What follows belongs to an exercise in optimizing a design on an open flow for small area, a short achievable clock period and few clock cycles; a production flow would make more cautious choices. Only simulation tests tie the RTL to the original design; equivalence was not proved. Power is estimated from default activity; no workload was simulated.

Setup of before:
## qsim_top
module qsim_top (
  input  logic        clk,
  input  logic        reset_n,
  input  logic        dut_valid,
  output logic        dut_ready,
  output logic [15:0] in_read_address,
  input  logic [63:0] in_read_data,
  output logic [15:0] gate_read_address,
  input  logic [63:0] gate_read_data,
  output logic        out_write_enable,
  output logic [15:0] out_write_address,
  output logic [63:0] out_write_data
);
  logic [3:0]  qm1;
  logic        s1_load;
  logic        s1_src_in;
  logic        s1_rd_ring;
  logic [3:0]  s1_pos;
  logic        s1_pass;
  logic        s1_ident;
  logic        s4_v;
  logic        s4_ring;
  logic        s4_first;
  logic [63:0] amplitude;
  logic [31:0] t_re_s, t_re_c, t_im_s, t_im_c;
  logic [63:0] in_q;
  always_ff @(posedge clk) begin
    in_q <= in_read_data;
  end
  qsim_ctrl u_ctrl (
    .clk               (clk),
    .reset_n           (reset_n),
    .dut_valid         (dut_valid),
    .in_read_data      (in_read_data),
    .dut_ready         (dut_ready),
    .in_read_address   (in_read_address),
  ...
clock: 12.5 ns
lec_check: 0
cap_margin: 20
core_margin: 2
core_utilization: 60
cts_cluster_diameter: 60
cts_cluster_size: 28
setup_slack_margin: 5
slew_margin: 20
standard.sh (not shown) runs the stock make flow with config.mk's settings and CLKGATE_MAP_FILE= SYNTH_SCRIPT=/design/flow/synth_recipe.tcl, a recipe that flattens the netlist after the stock synthesis.
==> flow/flow/run.sh <==
#!/bin/bash
# Standard synthesis unchanged, then the standard layout with repair_timing
# asked to leave more setup slack than the 12.5 ns clock needs.
set -euo pipefail
MARGIN=$(cat flow/margin.txt)
bash standard.sh synth > synth.log 2>&1
bash standard.sh SETUP_SLACK_MARGIN=$MARGIN finish > layout.log 2>&1
==> flow/flow/margin.txt <==
8.25
Testbench counts of before, summed over its fixed seeds: cycles 58,226.
The following lists how after was set up differently from before:
- CTS_CLUSTER_SIZE no longer set, was 28
- CTS_CLUSTER_DIAMETER no longer set, was 60
- CORE_UTILIZATION now 55, was 60
==> flow/flow/margin.txt <==
8
[summary]
Delta (after minus before): shortest clock period the worst path allows after layout moved up; critical path depth shows a reduction of 11; met3 usage in global routing dropped 3.1 points.
NOTE: wire length after detailed routing in after falls short of that of before
before → after: placed cell count moved up, final instance count without filler cells moved up.
When the final numbers for before and after were put side by side, the layout overhead on the synthesized area turned out to be greater in after.
Between before and after, the worst setup slack is higher for before.
Of before and after, before shows the higher logic gate share of total power, with after below it.
In the tables for before and after, worst max-slew margin expressed relative to the limit reads higher with before.
On multi-input gate count, before and after are neck and neck.

* * *

north:
qsim_top again, from the RTL that the note above started with.
## qsim_top
module qsim_top (
  input  logic        clk,
  input  logic        reset_n,
  input  logic        dut_valid,
  output logic        dut_ready,
  output logic [15:0] in_read_address,
  input  logic [63:0] in_read_data,
  output logic [15:0] gate_read_address,
  input  logic [63:0] gate_read_data,
  output logic        out_write_enable,
  output logic [15:0] out_write_address,
  output logic [63:0] out_write_data
);
  logic [3:0]  qm1;
  logic        s1_load;
  logic        s1_src_in;
  logic        s1_rd_ring;
  logic [3:0]  s1_pos;
  logic        s1_pass;
  logic        s1_ident;
  logic        s4_v;
  logic        s4_ring;
  logic        s4_first;
  logic [63:0] amplitude;
  logic [31:0] t_re_s, t_re_c, t_im_s, t_im_c;
  logic [63:0] in_q;
  always_ff @(posedge clk) begin
    in_q <= in_read_data;
  end
  qsim_ctrl u_ctrl (
    .clk               (clk),
    .reset_n           (reset_n),
    .dut_valid         (dut_valid),
    .in_read_data      (in_read_data),
    .dut_ready         (dut_ready),
    .in_read_address   (in_read_address),
  ...
clock: 12.5 ns
lec_check: 0
cap_margin: 20
core_margin: 2
core_utilization: 55
cts_cluster_diameter: 60
cts_cluster_size: 28
setup_slack_margin: 5
slew_margin: 20
==> flow/flow/margin.txt <==
8.25
Scripts as last shown in full above: flow/flow/run.sh
Testbench counts of north, summed over its fixed seeds: cycles 58,226.
--- input diff north..south ---
- CORE_UTILIZATION now 60, was 55
==> flow/flow/margin.txt <==
8
Findings:
- Summary — count of clock-net buffers in the final layout, south relative to north: lower, by 8.
- north → south: share of final-layout standard cells stronger than drive strength 1 -2.2 points, sequential fraction of total cell area shows an increase of 0.73 points, fill cell total of the finished layout shows a reduction of 3,297.
- Going from north to south, aggregate global-route resource usage went up by 4.0 points, delay of the slowest cell on the worst path increased 0.26 ns, cell area lost 2.3%, core area fell by 8.4%, die area saw a decrease.
- Changes observed in south relative to north: number of global-route vias before repair went up 7,649; shortest period the worst path allows went up 0.10 ns.
Setup changes, south to east
- CORE_UTILIZATION changed from 60 to 55
- CTS_CLUSTER_SIZE removed (was 28)
- CTS_CLUSTER_DIAMETER removed (was 60)
==> flow/flow/margin.txt <==
8.6
==> comparison <==
- Compared with south, in east proportion of cell area spent on the clock network shows an increase of 1.3 points; end-of-flow core utilization shows a reduction of 0.30 points; static leakage shows an increase of about 9%.
- Run comparison: east cell with the largest stage delay on the worst path sky130_fd_sc_hd__fa_2; south cell with the largest stage delay on the worst path sky130_fd_sc_hd__o221ai_1
- east against south; clock tree buffer count of the final layout is up by more than half.
- Summary of the comparison: first-pass GRT wire length is higher in east, relative to south.
- In the metrics for east and south, the one carrying the higher post-cts gate resize count is east.
- In the tables for east and south, met2 track demand over resource in global routing reads higher with south.
- east has global-route usage over all layers below what south had.
Changes in west relative to east:
- setting CTS_CLUSTER_DIAMETER to 60 for the first time
- setting CTS_CLUSTER_SIZE to 28 for the first time
==> flow/flow/margin.txt <==
8
==> run notes <==
- Number of flip-flops and latches came out exactly the same in east and west.
- Higher number of buffers outside the clock class in the layout was reported by east, not west.
- Diff east -> west | post-route non-filler standard cell count | decrease of 2.9%
- west finished all stages; the layout is clean.
- In the tables for east and west, maximum fanout along the worst path reads higher with east.
- [diff] aggregate routed wire length, west relative to east: improvement
- On west: relative area of clock buffers and inverters in the final design is 0.91 points lower than what east gave.
- Compared with east, in west maximum single-stage delay on the critical path increased by 0.03 ns relative to the old numbers; clock-buffer cell count saw a decrease; die area now sits at about the same level.

-- re-timing with driven ports --
The flow's constraints put no driver on any port. The routed layouts listed below were extracted and timed again, unchanged, in two steps.
Step 1 assumes that a clkbuf_16 drives the clock port and a buf_2 every other input.
Step 2 adds t to the input delays and takes it off the output delays; t is the mean of the earliest and latest rising clock arrival at the registers after step 1. Input paths then give back, and output paths get back, about the clock's delay inside the block.
a / b / c = no drivers / after step 1 / after step 2; a / b = the first two.
run | t, ns | setup WS [ns] | worst setup path after step 2 | latest minus earliest clock arrival (ns) | worst register clock-pin slew, ns
before | 1.078 | 7.937 / 7.937 / 7.364 | input to register | 0.096 / 0.096 | 0.11 / 0.11
after | 1.069 | 7.929 / 7.925 / 7.089 | input to register | 0.108 / 0.108 | 0.07 / 0.07
north | 1.081 | 7.984 / 7.984 / 7.536 | input to register | 0.161 / 0.161 | 0.11 / 0.11
south | 1.066 | 7.884 / 7.884 / 7.633 | input to register | 0.076 / 0.076 | 0.11 / 0.11
east | 1.052 | 8.029 / 8.029 / 7.731 | input to register | 0.079 / 0.079 | 0.08 / 0.08
west | 1.083 | 7.920 / 7.920 / 7.082 | input to register | 0.099 / 0.099 | 0.11 / 0.11
After both steps setup and hold are still met in every run listed. The setup slack of after, which loses most, moves by -0.004 ns with the drivers and by -0.840 ns with both steps.
